This is an optimization exercise on Yosys and OpenROAD, whose aim is small area, not a production implementation.
Function was checked by simulation only, so behaviour that the tests miss may differ from the original.
Power is estimated from default activity; no workload was simulated.

==> 09-11: inputs <==
==> flow/design.v <==
`timescale 1ns/1ps
package cpu_pkg;
  typedef logic [31:0] addr_t;
  typedef logic [31:0] instr_t;
  typedef logic [4:0] reg_idx_t;
  typedef logic [31:0] gpreg_t;
  typedef struct packed {
    addr_t  pc;
    instr_t instr;
  } fetched_t;
  typedef enum logic [2:0] {
    FMT_R,
    FMT_I,
    FMT_S,
    FMT_B,
    FMT_U,
    FMT_J,
    FMT_ILLEGAL
  } fmt_t;
  typedef enum logic [6:0] {
    OPC_LOAD     = 7'b0000011,
    OPC_MISC_MEM = 7'b0001111,
    OPC_OP_IMM   = 7'b0010011,
    OPC_AUIPC    = 7'b0010111,
    OPC_STORE    = 7'b0100011,
    OPC_OP       = 7'b0110011,
    OPC_LUI      = 7'b0110111,
    OPC_BRANCH   = 7'b1100011,
    OPC_JALR     = 7'b1100111,
    OPC_JAL      = 7'b1101111,
    OPC_SYSTEM   = 7'b1110011
  } opcode_t;
  typedef struct packed {
    addr_t       pc;
    fmt_t        fmt;
    logic [6:0]  opcode;
    logic [2:0]  funct3;
    logic [6:0]  funct7;
    reg_idx_t    rd;
    reg_idx_t    rs1;
    reg_idx_t    rs2;
    logic [31:0] imm;
  } decoded_t;
endpackage
`timescale 1ns/1ps
module instr_queue (
  input  logic        clk,
  input  logic        rst,
  input  logic        flush,
  input  logic        enq_valid,
  input  logic [31:0] enq_data,
  output logic        deq_valid,
  input  logic        deq_ready,
  output logic [31:0] deq_data,
  output logic [2:0]  count
);
  logic [31:0] mem [0:3];
  logic [1:0]  wr_ptr;
  logic [1:0]  rd_ptr;
  logic        deq_fire;
  assign deq_valid = (count != 3'd0);
  assign deq_data  = mem[rd_ptr];
  assign deq_fire  = deq_valid && deq_ready;
  always_ff @(posedge clk) begin
    if (enq_valid) begin
      mem[wr_ptr] <= enq_data;
    end
  end
  always_ff @(posedge clk or posedge rst) begin
    if (rst) begin
      wr_ptr <= 2'd0;
      rd_ptr <= 2'd0;
      count  <= 3'd0;
    end else if (flush) begin
      wr_ptr <= 2'd0;
      rd_ptr <= 2'd0;
      count  <= 3'd0;
    end else begin
      if (enq_valid) begin
        wr_ptr <= wr_ptr + 2'd1;
      end
      if (deq_fire) begin
        rd_ptr <= rd_ptr + 2'd1;
      end
      count <= count + {2'b0, enq_valid} - {2'b0, deq_fire};
    end
  end
endmodule
`timescale 1ns/1ps
module fetch_unit (
  input  logic        clk,
  input  logic        rst,
  input  logic        redirect_valid,
  input  logic [31:0] redirect_pc,
  output logic        mem_req_valid,
  input  logic        mem_req_ready,
  output logic [31:0] mem_req_addr,
  input  logic        mem_resp_valid,
  output logic        mem_resp_ready,
  output logic        enq_valid,
  input  logic [2:0]  q_count,
  output logic [1:0]  live,
  output logic [31:0] pc
);
  logic [1:0] stale;
  logic [1:0] outstanding;
  logic       req_fire;
  assign outstanding = live + stale;
  assign mem_resp_ready = 1'b1;
  assign mem_req_valid  = !outstanding[1] && ({1'b0, q_count} + {2'b0, outstanding}) < 4'd4
                          && !redirect_valid;
  assign mem_req_addr   = pc;
  assign req_fire       = mem_req_valid && mem_req_ready;
  assign enq_valid      = mem_resp_valid && (stale == 2'd0) && !redirect_valid;
  always_ff @(posedge clk or posedge rst) begin
    if (rst) begin
      pc    <= 32'h8000_0000;
      live  <= 2'd0;
      stale <= 2'd0;
    end else begin
      if (redirect_valid) begin
        pc    <= redirect_pc;
        live  <= 2'd0;
        stale <= outstanding - {1'b0, mem_resp_valid};
      end else begin
        if (req_fire) begin
          pc <= pc + 32'd4;
        end
        if (mem_resp_valid && stale != 2'd0) begin
          stale <= stale - 2'd1;
        end
        live <= live + {1'b0, req_fire} - {1'b0, enq_valid};
      end
    end
  end
endmodule
`timescale 1ns/1ps
module regfile (
  input  logic        clk,
  input  logic        rst,
  input  logic [4:0]  rd_idx_a,
  input  logic [4:0]  rd_idx_b,
  output logic [31:0] rd_val_a,
  output logic [31:0] rd_val_b,
  input  logic        wr_en,
  input  logic [4:0]  wr_idx,
  input  logic [31:0] wr_val
);
  logic [31:1][31:0] regs;
  logic [31:1]       vld;
  logic [31:1]       we;
  logic [31:1]       sel_a;
  logic [31:1]       sel_b;
  logic              wr_live;
  logic              hit_a;
  logic              hit_b;
  assign wr_live = wr_en && (wr_idx != 5'd0);
  assign hit_a   = wr_live && (wr_idx == rd_idx_a);
  assign hit_b   = wr_live && (wr_idx == rd_idx_b);
  for (genvar i = 1; i < 32; i++) begin : g_reg
    assign we[i]    = wr_live && (wr_idx == 5'(i));
    assign sel_a[i] = (rd_idx_a == 5'(i)) && vld[i] && !hit_a;
    assign sel_b[i] = (rd_idx_b == 5'(i)) && vld[i] && !hit_b;
    always_ff @(posedge clk) begin
      if (we[i]) begin
        regs[i] <= wr_val;
      end
    end
    always_ff @(posedge clk or posedge rst) begin
      if (rst) begin
        vld[i] <= 1'b0;
      end else if (we[i]) begin
        vld[i] <= 1'b1;
      end
    end
  end
  always_comb begin
    rd_val_a = {32{hit_a}} & wr_val;
    rd_val_b = {32{hit_b}} & wr_val;
    for (int i = 1; i < 32; i++) begin
      rd_val_a = rd_val_a | ({32{sel_a[i]}} & regs[i]);
      rd_val_b = rd_val_b | ({32{sel_b[i]}} & regs[i]);
    end
  end
endmodule
`timescale 1ns/1ps
module instr_decode (
  input  logic        clk,
  input  logic        rst,
  input  logic        flush,
  input  logic        deq_valid,
  output logic        deq_ready,
  input  logic [31:0] deq_data,
  input  logic [31:0] fetch_pc,
  input  logic [2:0]  ahead,
  output logic        dec_valid,
  input  logic        dec_ready,
  output logic [31:0] dec_pc,
  output logic [2:0]  dec_fmt,
  output logic [31:0] dec_imm,
  output logic [31:0] w
);
  logic load;
  assign deq_ready = !dec_valid || dec_ready;
  assign load      = deq_valid && deq_ready;
  always_ff @(posedge clk or posedge rst) begin
    if (rst) begin
      dec_valid <= 1'b0;
    end else if (flush) begin
      dec_valid <= 1'b0;
    end else if (load) begin
      dec_valid <= 1'b1;
    end else if (dec_ready) begin
      dec_valid <= 1'b0;
    end
  end
  always_ff @(posedge clk) begin
    if (load) begin
      w <= deq_data;
    end
  end
  assign dec_pc = {fetch_pc[31:2] - {27'd0, ahead} - 30'd1, fetch_pc[1:0]};
  always_comb begin
    case (w[6:0])
      7'b0110011:                                         dec_fmt = 3'd0;
      7'b0000011, 7'b0001111, 7'b0010011, 7'b1100111,
      7'b1110011:                                         dec_fmt = 3'd1;
      7'b0100011:                                         dec_fmt = 3'd2;
      7'b1100011:                                         dec_fmt = 3'd3;
      7'b0110111, 7'b0010111:                             dec_fmt = 3'd4;
      7'b1101111:                                         dec_fmt = 3'd5;
      default:                                            dec_fmt = 3'd6;
    endcase
    case (dec_fmt)
      3'd1:    dec_imm = {{20{w[31]}}, w[31:20]};
      3'd2:    dec_imm = {{20{w[31]}}, w[31:25], w[11:7]};
      3'd3:    dec_imm = {{19{w[31]}}, w[31], w[7], w[30:25], w[11:8], 1'b0};
      3'd4:    dec_imm = {w[31:12], 12'b0};
      3'd5:    dec_imm = {{11{w[31]}}, w[31], w[19:12], w[20], w[30:21], 1'b0};
      default: dec_imm = 32'd0;
    endcase
  end
endmodule
`timescale 1ns/1ps
module cpu_frontend (
  input  logic        clk,
  input  logic        rst,
  input  logic        redirect_valid,
  input  logic [31:0] redirect_pc,
  output logic        mem_req_valid,
  input  logic        mem_req_ready,
  output logic [31:0] mem_req_addr,
  input  logic        mem_resp_valid,
  output logic        mem_resp_ready,
  input  logic [31:0] mem_resp_data,
  input  logic        wb_en,
  input  logic [4:0]  wb_idx,
  input  logic [31:0] wb_val,
  output logic        dec_valid,
  input  logic        dec_ready,
  output logic [31:0] dec_pc,
  output logic [2:0]  dec_fmt,
  output logic [6:0]  dec_opcode,
  output logic [2:0]  dec_funct3,
  output logic [6:0]  dec_funct7,
  output logic [4:0]  dec_rd,
  output logic [4:0]  dec_rs1,
  output logic [4:0]  dec_rs2,
  output logic [31:0] dec_imm,
  output logic [31:0] dec_rs1_val,
  output logic [31:0] dec_rs2_val
);
  logic        enq_valid;
  logic [2:0]  q_count;
  logic [1:0]  live;
  logic [31:0] pc;
  logic        deq_valid;
  logic        deq_ready;
  logic [31:0] deq_data;
  logic [31:0] w;
  fetch_unit fetch_inst (
    .clk            (clk),
    .rst            (rst),
    .redirect_valid (redirect_valid),
    .redirect_pc    (redirect_pc),
    .mem_req_valid  (mem_req_valid),
    .mem_req_ready  (mem_req_ready),
    .mem_req_addr   (mem_req_addr),
    .mem_resp_valid (mem_resp_valid),
    .mem_resp_ready (mem_resp_ready),
    .enq_valid      (enq_valid),
    .q_count        (q_count),
    .live           (live),
    .pc             (pc)
  );
  instr_queue ifq_inst (
    .clk       (clk),
    .rst       (rst),
    .flush     (redirect_valid),
    .enq_valid (enq_valid),
    .enq_data  (mem_resp_data),
    .deq_valid (deq_valid),
    .deq_ready (deq_ready),
    .deq_data  (deq_data),
    .count     (q_count)
  );
  instr_decode decode_inst (
    .clk       (clk),
    .rst       (rst),
    .flush     (redirect_valid),
    .deq_valid (deq_valid),
    .deq_ready (deq_ready),
    .deq_data  (deq_data),
    .fetch_pc  (pc),
    .ahead     (q_count + {1'b0, live}),
    .dec_valid (dec_valid),
    .dec_ready (dec_ready),
    .dec_pc    (dec_pc),
    .dec_fmt   (dec_fmt),
    .dec_imm   (dec_imm),
    .w         (w)
  );
  regfile regfile_inst (
    .clk      (clk),
    .rst      (rst),
    .rd_idx_a (w[19:15]),
    .rd_idx_b (w[24:20]),
    .rd_val_a (dec_rs1_val),
    .rd_val_b (dec_rs2_val),
    .wr_en    (wb_en),
    .wr_idx   (wb_idx),
    .wr_val   (wb_val)
  );
  assign dec_opcode = w[6:0];
  assign dec_rd     = w[11:7];
  assign dec_funct3 = w[14:12];
  assign dec_rs1    = w[19:15];
  assign dec_rs2    = w[24:20];
  assign dec_funct7 = w[31:25];
endmodule
==> flow/flow/run.sh <==
#!/bin/bash
# Own flow: the standard layout (standard.sh) with
#  - synthesis: the standard flow's script, but abc maps for area (abc_area_map.script);
#    registers, names and cell types are those of the standard synthesis
#  - port buffers: every input and output gets a sky130_fd_sc_hd__buf_1
#  - clock tree: larger sink clusters, no dummy loads
# The make output goes to flow_make.log; ORFS keeps each step's log under orfs/logs.
set -euo pipefail
F=$(cd "$(dirname "$0")" && pwd)
bash standard.sh \
  SYNTH_SCRIPT="$F/synth_area.tcl" \
  AREA_ABC_SCRIPT="$F/abc_area_map.script" \
  BUFFER_PORTS_ARGS="-buffer_cell sky130_fd_sc_hd__buf_1" \
  CTS_ARGS="-sink_clustering_enable -repair_clock_nets -dont_use_dummy_load -sink_clustering_size 30 -sink_clustering_max_diameter 70" \
  finish > flow_make.log 2>&1
==> flow/flow/abc_area_map.script <==
strash
&get -n
&deepsyn -T 60
&put
dc2
&get -n
&dch
&nf -R 1000
&put
topo
==> flow/flow/synth_area.tcl <==
# The standard flow's synthesis (synth_recipe.tcl) with an area-oriented abc mapping script:
# abc's -script argument is swapped for abc_area_map.script beside this file.
proc synth {args} { yosys synth -nofsm -noshare {*}$args }
proc abc {args} {
  set i [lsearch -exact $args -script]
  if { $i >= 0 } {
    lset args [expr { $i + 1 }] $::env(AREA_ABC_SCRIPT)
  }
  yosys abc {*}$args
}
source $::env(SCRIPTS_DIR)/synth.tcl
# left out here: clear keep_hierarchy, flatten, clean up, hide names made inside functions, write 1_2_yosys.v
==> flow/standard.sh <==
#!/bin/bash
# synth_recipe.tcl (not shown) runs the flow's synth.tcl, then flattens the netlist and writes it again
# the make line also repeats each setting of config.mk as NAME=value (left out here)
make -C /OpenROAD-flow-scripts/flow DESIGN_CONFIG=/design/flow/config.mk WORK_HOME=/design/flow/orfs CLKGATE_MAP_FILE= SYNTH_SCRIPT=/design/flow/synth_recipe.tcl "${@:-finish}"
==> flow/config.mk <==
export PLATFORM = sky130hd
export DESIGN_NAME = cpu_frontend
export DESIGN_NICKNAME = cpu_frontend
export VERILOG_FILES = /design/flow/design.v
export SDC_FILE = /design/flow/constraint.sdc
export NUM_CORES = 4
export LEC_CHECK = 0
export CAP_MARGIN = 0
export CELL_PAD_IN_SITES_DETAIL_PLACEMENT = 1
export CELL_PAD_IN_SITES_GLOBAL_PLACEMENT = 1
export CORE_MARGIN = 2
export CORE_UTILIZATION = 50
export PLACE_DENSITY = 0.6
export SLEW_MARGIN = 0
==> flow/constraint.sdc <==
create_clock -name core_clock -period 10.0 [get_ports {clk}]
set_input_delay 2.0000 -clock core_clock [delete_from_list [all_inputs] [get_ports {clk}]]
set_output_delay 2.0000 -clock core_clock [all_outputs]
set_load 0.01 [all_outputs]
==> 03-04: changes against 09-11 <==
==> flow/flow/abc_area_map.script (replaced) <==
strash
dc2
&get -n
&dch
&nf -R 1000
&put
topo
==> 02-25: changes against 09-11 <==
--- a/flow/flow/run.sh
+++ b/flow/flow/run.sh
@@ -11,5 +11,5 @@
   SYNTH_SCRIPT="$F/synth_area.tcl" \
   AREA_ABC_SCRIPT="$F/abc_area_map.script" \
   BUFFER_PORTS_ARGS="-buffer_cell sky130_fd_sc_hd__buf_1" \
-  CTS_ARGS="-sink_clustering_enable -repair_clock_nets -dont_use_dummy_load -sink_clustering_size 30 -sink_clustering_max_diameter 70" \
+  CTS_ARGS="-sink_clustering_enable -repair_clock_nets -dont_use_dummy_load -sink_clustering_size 25 -sink_clustering_max_diameter 60" \
   finish > flow_make.log 2>&1
==> flow/flow/abc_area_map.script (replaced) <==
strash
dch
map -a
topo
stime -c
CAP_MARGIN = 20   (was 0)
CELL_PAD_IN_SITES_DETAIL_PLACEMENT = not set   (was 1)
CELL_PAD_IN_SITES_GLOBAL_PLACEMENT = not set   (was 1)
CORE_UTILIZATION = 65   (was 50)
PLACE_DENSITY = 0.75   (was 0.6)
SLEW_MARGIN = 20   (was 0)
==> comparison <==
- Clock skew: 09-11 is higher than 03-04 (0.0058 ns).
- In sequential power, 03-04 and 02-25 hardly differ.
- The lowest maximum frequency belongs to 02-25, the highest to 03-04.
- In 09-11 the synthesized cell count is higher than in 03-04, by about 1.2%.
- Between 02-25 and 03-04, the lower die area is in 02-25 (gap about 19%, measured against 03-04).
- Sequential share of layout area: 03-04 is lower than 09-11 (0.58 points).
- Total power, highest first: 02-25, 03-04, 09-11.
- In sequential cell count, 02-25 and 03-04 do not differ.
- Count of clock-buffer cells in the layout is the same in 09-11 and 03-04.
- Between 03-04 and 02-25, the lower clock power is in 03-04 (gap about 3%, measured against 02-25).
==> figures <==
Run status: 02-25 complete, no violations; 03-04 complete, no violations; 09-11 complete, no violations
Mux cell area share after synthesis: 02-25 0; 03-04 0.0158; 09-11 0.00159
Number of multi-input logic gates: 02-25 2467; 03-04 1753; 09-11 1786
Yosys top cell area share: 02-25 0.661; 03-04 0.696; 09-11 0.700
Worst Hold Depth: 02-25 2; 03-04 1; 09-11 1
Areal power density over the cells: 02-25 251 nW/um^2; 03-04 224 nW/um^2; 09-11 223 nW/um^2
Setup repair after global routing missed its margin: 02-25 true; 03-04 false; 09-11 false
Total routing resource utilization after global routing: 02-25 0.429; 03-04 0.442; 09-11 0.463
Unique cell type count in the Yosys netlist: 02-25 35; 03-04 51; 09-11 50
Reported leakage power: 02-25 18.5 nW; 03-04 17.6 nW; 09-11 17.9 nW
CP most frequent cell: 02-25 sky130_fd_sc_hd__a221oi_1; 03-04 sky130_fd_sc_hd__buf_4; 09-11 sky130_fd_sc_hd__or3_1
Area fraction in compound gates after synthesis: 02-25 0.152; 03-04 0.156; 09-11 0.162
Clk pwr: 02-25 0.00305 W; 03-04 0.00297 W; 09-11 0.00294 W
Width of the die: 02-25 288 um; 03-04 319 um; 09-11 318 um
Overall power of the completed layout: 02-25 0.0149 W; 03-04 0.0126 W; 09-11 0.0124 W
Synthesized netlist cell count: 02-25 4107; 03-04 3009; 09-11 3046
Syn Std Cell Area: 02-25 52300 um^2; 03-04 49700 um^2; 09-11 49400 um^2
Cell area after layout: 02-25 59200 um^2; 03-04 56100 um^2; 09-11 55600 um^2
Share of synthesized cell area in and, or, nand and nor gates: 02-25 0.106; 03-04 0.0775; 09-11 0.0814
Reg2reg path depth: 02-25 12; 03-04 12; 09-11 14
Minimum clock period: 02-25 9.65 ns; 03-04 8.73 ns; 09-11 9.12 ns

afterwards: timing with drivers on the ports:
In the flow no input, the clock included, has a driving cell. The finished layouts below were timed again as built, in two steps. Step 1: set_driving_cell puts a clkbuf_16 on clk and a buf_2 on each other input, an assumption about the parent block. Step 2, shift: input delay + t, output delay - t, t = (earliest + latest rising clock arrival at the registers) / 2. This alone moves slack from input paths to output paths. Three values: ideal ports, drivers, drivers and shift; two values: the first two.
run	t (ns)	slack for setup (ns)	hold slack, ns
09-11	0.742	0.880 / 0.808 / 1.138	0.506 / 0.506 / 0.506
03-04	0.744	1.270 / 1.241 / 1.241	0.499 / 0.499 / 0.499
02-25	0.717	0.349 / 0.328 / 0.328	0.503 / 0.503 / 0.503
After both steps every run listed still meets setup and hold. For 03-04, which loses most, drivers alone change the setup slack by -0.029 ns; drivers and shift together by -0.029 ns.
